This design comes from an exercise in tuning for small area and a short achievable clock period on the open sky130 flow, not from production work. The RTL was checked by simulation tests, not by an equivalence proof against the original design.

## the reference run
==> flow/design.v <==
package bus_pkg;
  localparam int ADDR_W = 20;
  localparam int DATA_W = 8;
  typedef enum logic {
    leer     = 1'b0,
    escribir = 1'b1
  } operacion;
  typedef enum logic [2:0] {
    IDLE = 3'd0,
    ADDR = 3'd1,
    WAIT = 3'd2,
    DATA = 3'd3,
    TURN = 3'd4
  } resp_state_t;
endpackage
module bm_hold (input logic we, input logic nwe, input logic d, input logic q,
                output logic y);
  assign y = (we & d) | (nwe & q);
endmodule
module bm_wen (input logic a, input logic b, output logic we, output logic nwe);
  assign we  = a & b;
  assign nwe = ~(a & b);
endmodule
module bm_rd4 (input logic s0, input logic d0, input logic s1, input logic d1,
               input logic s2, input logic d2, input logic s3, input logic d3,
               output logic y);
  assign y = (s0 & d0) | (s1 & d1) | (s2 & d2) | (s3 & d3);
endmodule
module bm_nor2 (input logic a, input logic b, output logic y);
  assign y = ~(a | b);
endmodule
module bm_nand2 (input logic a, input logic b, output logic y);
  assign y = ~(a & b);
endmodule
module bm_nand4 (input logic a, input logic b, input logic c, input logic d,
                 output logic y);
  assign y = ~(a & b & c & d);
endmodule
module bus_mem_responder #(
  parameter logic [bus_pkg::ADDR_W-1:0] BASE = 20'h00000,
  parameter int                DEPTH_LOG2  = 8,
  parameter int                WAIT_STATES = 1,
  parameter logic [bus_pkg::DATA_W-1:0] FILL_BYTE = 8'hFF
) (
  input  logic              clk,
  input  logic              reset,
  input  logic              EN,
  input  logic              RD_WR,
  input  logic [bus_pkg::ADDR_W-1:0] Direction,
  input  logic [bus_pkg::DATA_W-1:0] Bus_in,
  output logic [bus_pkg::DATA_W-1:0] Bus_out,
  output logic              Bus_oe,
  output logic              READY,
  output logic              ERR,
  output logic              Busy
);
  logic        busy_q, idle_q, addr_q, wait_q, data_q;
  logic        err_q, oe_q, wnow_q;
  logic [7:0]  out_q;
  logic [7:0]  off_q;
  logic        op_q, in_win_q;
  logic [1:0]  phase_q;
  logic [2:0]  wpend_q;           
  logic [7:0]  waddr_q, wdata_q;  
  logic        fwd_d;             
  logic        src_tree_q;        
  logic [7:0]  alt_q;             
  logic [15:0] rhi_n_q;           
  logic [7:0]  rmt_n_q;           
  logic [15:0] wgo_q;             
  logic [3:0]  wmid_q;            
  logic [7:0]  rd;
  logic        accept;
  logic [7:0]  anext, wanext;
  logic [1:0]  rplace_nx, wplace_nx;
  assign accept = idle_q && EN;
  assign fwd_d  = (off_q == waddr_q);
  always_ff @(posedge clk or negedge reset) begin
    if (!reset) begin
      busy_q <= 1'b0;
      idle_q <= 1'b1;
      addr_q <= 1'b0;
      wait_q <= 1'b0;
      data_q <= 1'b0;
      err_q  <= 1'b0;
      oe_q   <= 1'b0;
      wnow_q <= 1'b0;
      out_q  <= '0;
      src_tree_q <= 1'b0;
      alt_q      <= '0;
    end else begin
      busy_q <= accept || addr_q || wait_q || data_q;
      idle_q <= !(accept || addr_q || wait_q || data_q);
      addr_q <= accept;
      wait_q <= addr_q;
      data_q <= wait_q;
      err_q  <= wait_q && !in_win_q;
      oe_q   <= wait_q && !op_q;
      wnow_q <= wait_q && op_q && in_win_q;
      src_tree_q <= addr_q && !op_q && in_win_q && !fwd_d && !rplace_nx[0];
      alt_q      <= ({8{addr_q && !op_q && in_win_q && !fwd_d && rplace_nx[0]}} & rd) |
                    ({8{addr_q && !op_q && in_win_q && fwd_d}} & wdata_q) |
                    ({8{addr_q && !op_q && !in_win_q}} & FILL_BYTE);
      out_q      <= ({8{src_tree_q}} & rd) | alt_q;
    end
  end
  always_ff @(posedge clk) begin
    if (idle_q) begin
      off_q    <= Direction[7:0];
      op_q     <= RD_WR;
      in_win_q <= (Direction[19:8] == 12'h000);
    end
  end
  always_ff @(posedge clk) begin
    case (phase_q)
      2'd0:    phase_q <= 2'd1;
      2'd1:    phase_q <= 2'd2;
      2'd2:    phase_q <= 2'd3;
      default: phase_q <= 2'd0;
    endcase
  end
  assign wanext = wnow_q ? off_q : waddr_q;
  always_ff @(posedge clk) begin
    wpend_q <= {wpend_q[1:0], wnow_q};
    if (wnow_q) begin
      waddr_q <= off_q;
      wdata_q <= Bus_in;
    end
  end
  assign anext     = idle_q ? Direction[7:0] : off_q;
  assign rplace_nx = anext[1:0] + phase_q + 2'd1;
  assign wplace_nx = wanext[1:0] + phase_q + 2'd1;
  always_ff @(posedge clk) begin
    for (int i = 0; i < 16; i++) begin
      rhi_n_q[i] <= (anext[7:4] != i[3:0]);
      wgo_q[i] <= (|{wpend_q[2:0], wnow_q}) && (wplace_nx == 2'd3) &&
                  (wanext[7:4] == i[3:0]);
    end
    for (int i = 0; i < 4; i++) begin
      rmt_n_q[2*i]   <= !(anext[3:2] == i[1:0] && rplace_nx == 2'd0);
      rmt_n_q[2*i+1] <= !(anext[3:2] == i[1:0] && rplace_nx == 2'd2);
      wmid_q[i]      <= (wanext[3:2] == i[1:0]);
    end
  end
  logic [127:0] rs;               
  logic [7:0]   row_q [256];      
  genvar r, p, b, k;
  generate
    for (r = 0; r < 64; r++) begin : g_ring
      logic we, nwe;
      logic [7:0] nxt;
      bm_wen  u_we  (.a(wgo_q[r / 4]), .b(wmid_q[r % 4]), .we(we), .nwe(nwe));
      for (b = 0; b < 8; b++) begin : g_bit
        bm_hold u_h (.we(we), .nwe(nwe), .d(wdata_q[b]), .q(row_q[4*r+3][b]), .y(nxt[b]));
      end
      always_ff @(posedge clk) begin
        row_q[4*r]   <= nxt;
        row_q[4*r+1] <= row_q[4*r];
        row_q[4*r+2] <= row_q[4*r+1];
        row_q[4*r+3] <= row_q[4*r+2];
      end
      for (p = 0; p < 2; p++) begin : g_pl
        bm_nor2 u_rs (.a(rhi_n_q[r / 4]), .b(rmt_n_q[(r % 4) * 2 + p]), .y(rs[2*r+p]));
      end
    end
    for (b = 0; b < 8; b++) begin : g_rd
      logic [31:0] t1;    
      logic [15:0] t2;    
      logic [3:0]  t3;    
      logic [1:0]  t4;    
      for (k = 0; k < 32; k++) begin : g_t1
        bm_rd4 u_a (.s0(rs[4*k]),   .d0(row_q[2*(4*k)][b]),
                    .s1(rs[4*k+1]), .d1(row_q[2*(4*k+1)][b]),
                    .s2(rs[4*k+2]), .d2(row_q[2*(4*k+2)][b]),
                    .s3(rs[4*k+3]), .d3(row_q[2*(4*k+3)][b]), .y(t1[k]));
      end
      for (k = 0; k < 16; k++) begin : g_t2
        bm_nor2 u_o (.a(t1[2*k]), .b(t1[2*k+1]), .y(t2[k]));
      end
      for (k = 0; k < 4; k++) begin : g_t3
        bm_nand4 u_n (.a(t2[4*k]), .b(t2[4*k+1]), .c(t2[4*k+2]), .d(t2[4*k+3]), .y(t3[k]));
      end
      bm_nor2 u_o4 (.a(t3[0]), .b(t3[1]), .y(t4[0]));
      bm_nor2 u_o5 (.a(t3[2]), .b(t3[3]), .y(t4[1]));
      assign rd[b] = ~(t4[0] & t4[1]);
    end
  endgenerate
  assign Bus_out = out_q;
  assign Bus_oe  = oe_q;
  assign READY   = data_q;
  assign ERR     = err_q;
  assign Busy    = busy_q;
endmodule
export LEC_CHECK = 0
export CAP_MARGIN = 20
export CORE_MARGIN = 2
export CORE_UTILIZATION = 40
export CTS_CLUSTER_DIAMETER = 100
export CTS_CLUSTER_SIZE = 24
export SETUP_SLACK_MARGIN = 3.0
export SLEW_MARGIN = 20
export SYNTH_HIERARCHICAL = 1
create_clock -name core_clock -period 5.0 [get_ports {clk}]
run.sh (not shown) runs the stock make flow with config.mk's settings and CLKGATE_MAP_FILE= SYNTH_SCRIPT=/design/flow/synth_recipe.tcl, a recipe that flattens the netlist after the stock synthesis.
[inputs] the trial run vs the reference run
--- a/flow/design.v
+++ b/flow/design.v
@@ -17,9 +17,10 @@
                 output logic y);
   assign y = (we & d) | (nwe & q);
 endmodule
-module bm_wen (input logic a, input logic b, output logic we, output logic nwe);
-  assign we  = a & b;
-  assign nwe = ~(a & b);
+module bm_wen (input logic a, input logic b, input logic c,
+               output logic we, output logic nwe);
+  assign we  = a & b & c;
+  assign nwe = ~(a & b & c);
 endmodule
 module bm_rd4 (input logic s0, input logic d0, input logic s1, input logic d1,
                input logic s2, input logic d2, input logic s3, input logic d3,
@@ -54,7 +55,7 @@
   output logic              ERR,
   output logic              Busy
 );
-  logic        busy_q, idle_q, addr_q, wait_q, data_q;
+  logic        busy_q, addr_q, wait_q, data_q;
   logic        err_q, oe_q, wnow_q;
   logic [7:0]  out_q;
   logic [7:0]  off_q;
@@ -63,22 +64,22 @@
   logic [2:0]  wpend_q;           
   logic [7:0]  waddr_q, wdata_q;  
   logic        fwd_d;             
-  logic        src_tree_q;        
-  logic [7:0]  alt_q;             
+  logic        src_tree_q, src_buf_q, src_wd_q, src_ff_q;   
+  logic [7:0]  rdbuf_q;
   logic [15:0] rhi_n_q;           
   logic [7:0]  rmt_n_q;           
-  logic [15:0] wgo_q;             
+  logic [15:0] whi_q;             
   logic [3:0]  wmid_q;            
+  logic        go_q;              
   logic [7:0]  rd;
   logic        accept;
   logic [7:0]  anext, wanext;
   logic [1:0]  rplace_nx, wplace_nx;
-  assign accept = idle_q && EN;
+  assign accept = !busy_q && EN;
   assign fwd_d  = (off_q == waddr_q);
   always_ff @(posedge clk or negedge reset) begin
     if (!reset) begin
       busy_q <= 1'b0;
-      idle_q <= 1'b1;
       addr_q <= 1'b0;
       wait_q <= 1'b0;
       data_q <= 1'b0;
@@ -87,10 +88,11 @@
       wnow_q <= 1'b0;
       out_q  <= '0;
       src_tree_q <= 1'b0;
-      alt_q      <= '0;
+      src_buf_q  <= 1'b0;
+      src_wd_q   <= 1'b0;
+      src_ff_q   <= 1'b0;
     end else begin
       busy_q <= accept || addr_q || wait_q || data_q;
-      idle_q <= !(accept || addr_q || wait_q || data_q);
       addr_q <= accept;
       wait_q <= addr_q;
       data_q <= wait_q;
@@ -98,14 +100,15 @@
       oe_q   <= wait_q && !op_q;
       wnow_q <= wait_q && op_q && in_win_q;
       src_tree_q <= addr_q && !op_q && in_win_q && !fwd_d && !rplace_nx[0];
-      alt_q      <= ({8{addr_q && !op_q && in_win_q && !fwd_d && rplace_nx[0]}} & rd) |
-                    ({8{addr_q && !op_q && in_win_q && fwd_d}} & wdata_q) |
-                    ({8{addr_q && !op_q && !in_win_q}} & FILL_BYTE);
-      out_q      <= ({8{src_tree_q}} & rd) | alt_q;
+      src_buf_q  <= addr_q && !op_q && in_win_q && !fwd_d && rplace_nx[0];
+      src_wd_q   <= addr_q && !op_q && in_win_q && fwd_d;
+      src_ff_q   <= addr_q && !op_q && !in_win_q;
+      out_q  <= ({8{src_tree_q}} & rd) | ({8{src_buf_q}} & rdbuf_q) |
+                ({8{src_wd_q}} & wdata_q) | ({8{src_ff_q}} & FILL_BYTE);
     end
   end
   always_ff @(posedge clk) begin
-    if (idle_q) begin
+    if (!busy_q) begin
       off_q    <= Direction[7:0];
       op_q     <= RD_WR;
       in_win_q <= (Direction[19:8] == 12'h000);
@@ -126,21 +129,22 @@
       waddr_q <= off_q;
       wdata_q <= Bus_in;
     end
+    rdbuf_q <= rd;
   end
-  assign anext     = idle_q ? Direction[7:0] : off_q;
+  assign anext     = !busy_q ? Direction[7:0] : off_q;
   assign rplace_nx = anext[1:0] + phase_q + 2'd1;
   assign wplace_nx = wanext[1:0] + phase_q + 2'd1;
   always_ff @(posedge clk) begin
     for (int i = 0; i < 16; i++) begin
       rhi_n_q[i] <= (anext[7:4] != i[3:0]);
-      wgo_q[i] <= (|{wpend_q[2:0], wnow_q}) && (wplace_nx == 2'd3) &&
-                  (wanext[7:4] == i[3:0]);
+      whi_q[i] <= (wanext[7:4] == i[3:0]);
     end
     for (int i = 0; i < 4; i++) begin
       rmt_n_q[2*i]   <= !(anext[3:2] == i[1:0] && rplace_nx == 2'd0);
       rmt_n_q[2*i+1] <= !(anext[3:2] == i[1:0] && rplace_nx == 2'd2);
       wmid_q[i]      <= (wanext[3:2] == i[1:0]);
     end
+    go_q   <= (|{wpend_q[2:0], wnow_q}) && (wplace_nx == 2'd3);
   end
   logic [127:0] rs;               
   logic [7:0]   row_q [256];      
@@ -149,7 +153,8 @@
     for (r = 0; r < 64; r++) begin : g_ring
       logic we, nwe;
       logic [7:0] nxt;
-      bm_wen  u_we  (.a(wgo_q[r / 4]), .b(wmid_q[r % 4]), .we(we), .nwe(nwe));
+      bm_wen  u_we  (.a(whi_q[r / 4]), .b(wmid_q[r % 4]), .c(go_q),
+                     .we(we), .nwe(nwe));
       for (b = 0; b < 8; b++) begin : g_bit
         bm_hold u_h (.we(we), .nwe(nwe), .d(wdata_q[b]), .q(row_q[4*r+3][b]), .y(nxt[b]));
       end
--- outcome ---
- Utilization of the trial run is on par with the reference run.
- In the trial run the highest clock frequency the design can meet turned out 1.6% higher than in the reference run.
- The final reports for the trial run and the reference run show number of standard cells after synthesis higher in the former.
- The trial run vs the reference run: global-route wire length before repair up by a few percent
- The trial run reports a higher number of multi-input combinational cells than the reference run does.

## port drivers added, routing unchanged
The results above use ideal ports. As a check the final layouts listed here were re-extracted and re-timed, cells and wires unchanged. Step 1 assumes that a clkbuf_16 drives the clock port and a buf_2 every other input. Step 2 also shifts input and output timing later by t, the mid clock arrival at the registers, as if the neighbouring blocks saw the same clock. Slacks: no drivers / after step 1 / after step 2; pairs: no drivers / after step 1.
| run | shift t [ns] | setup WS [ns] | worst data-port slew with drivers (ns) | pins driven straight from the clock port |
|---|---|---|---|---|
| the reference run | 0.806 | 2.570 / 2.491 / 2.266 | 0.17 | 1 |
| the trial run | 0.808 | 2.608 / 2.528 / 2.321 | 0.10 | 1 |
After both steps setup and hold are still met in every run listed. The setup slack of the reference run, which loses most, moves by -0.079 ns with the drivers and by -0.304 ns with both steps.
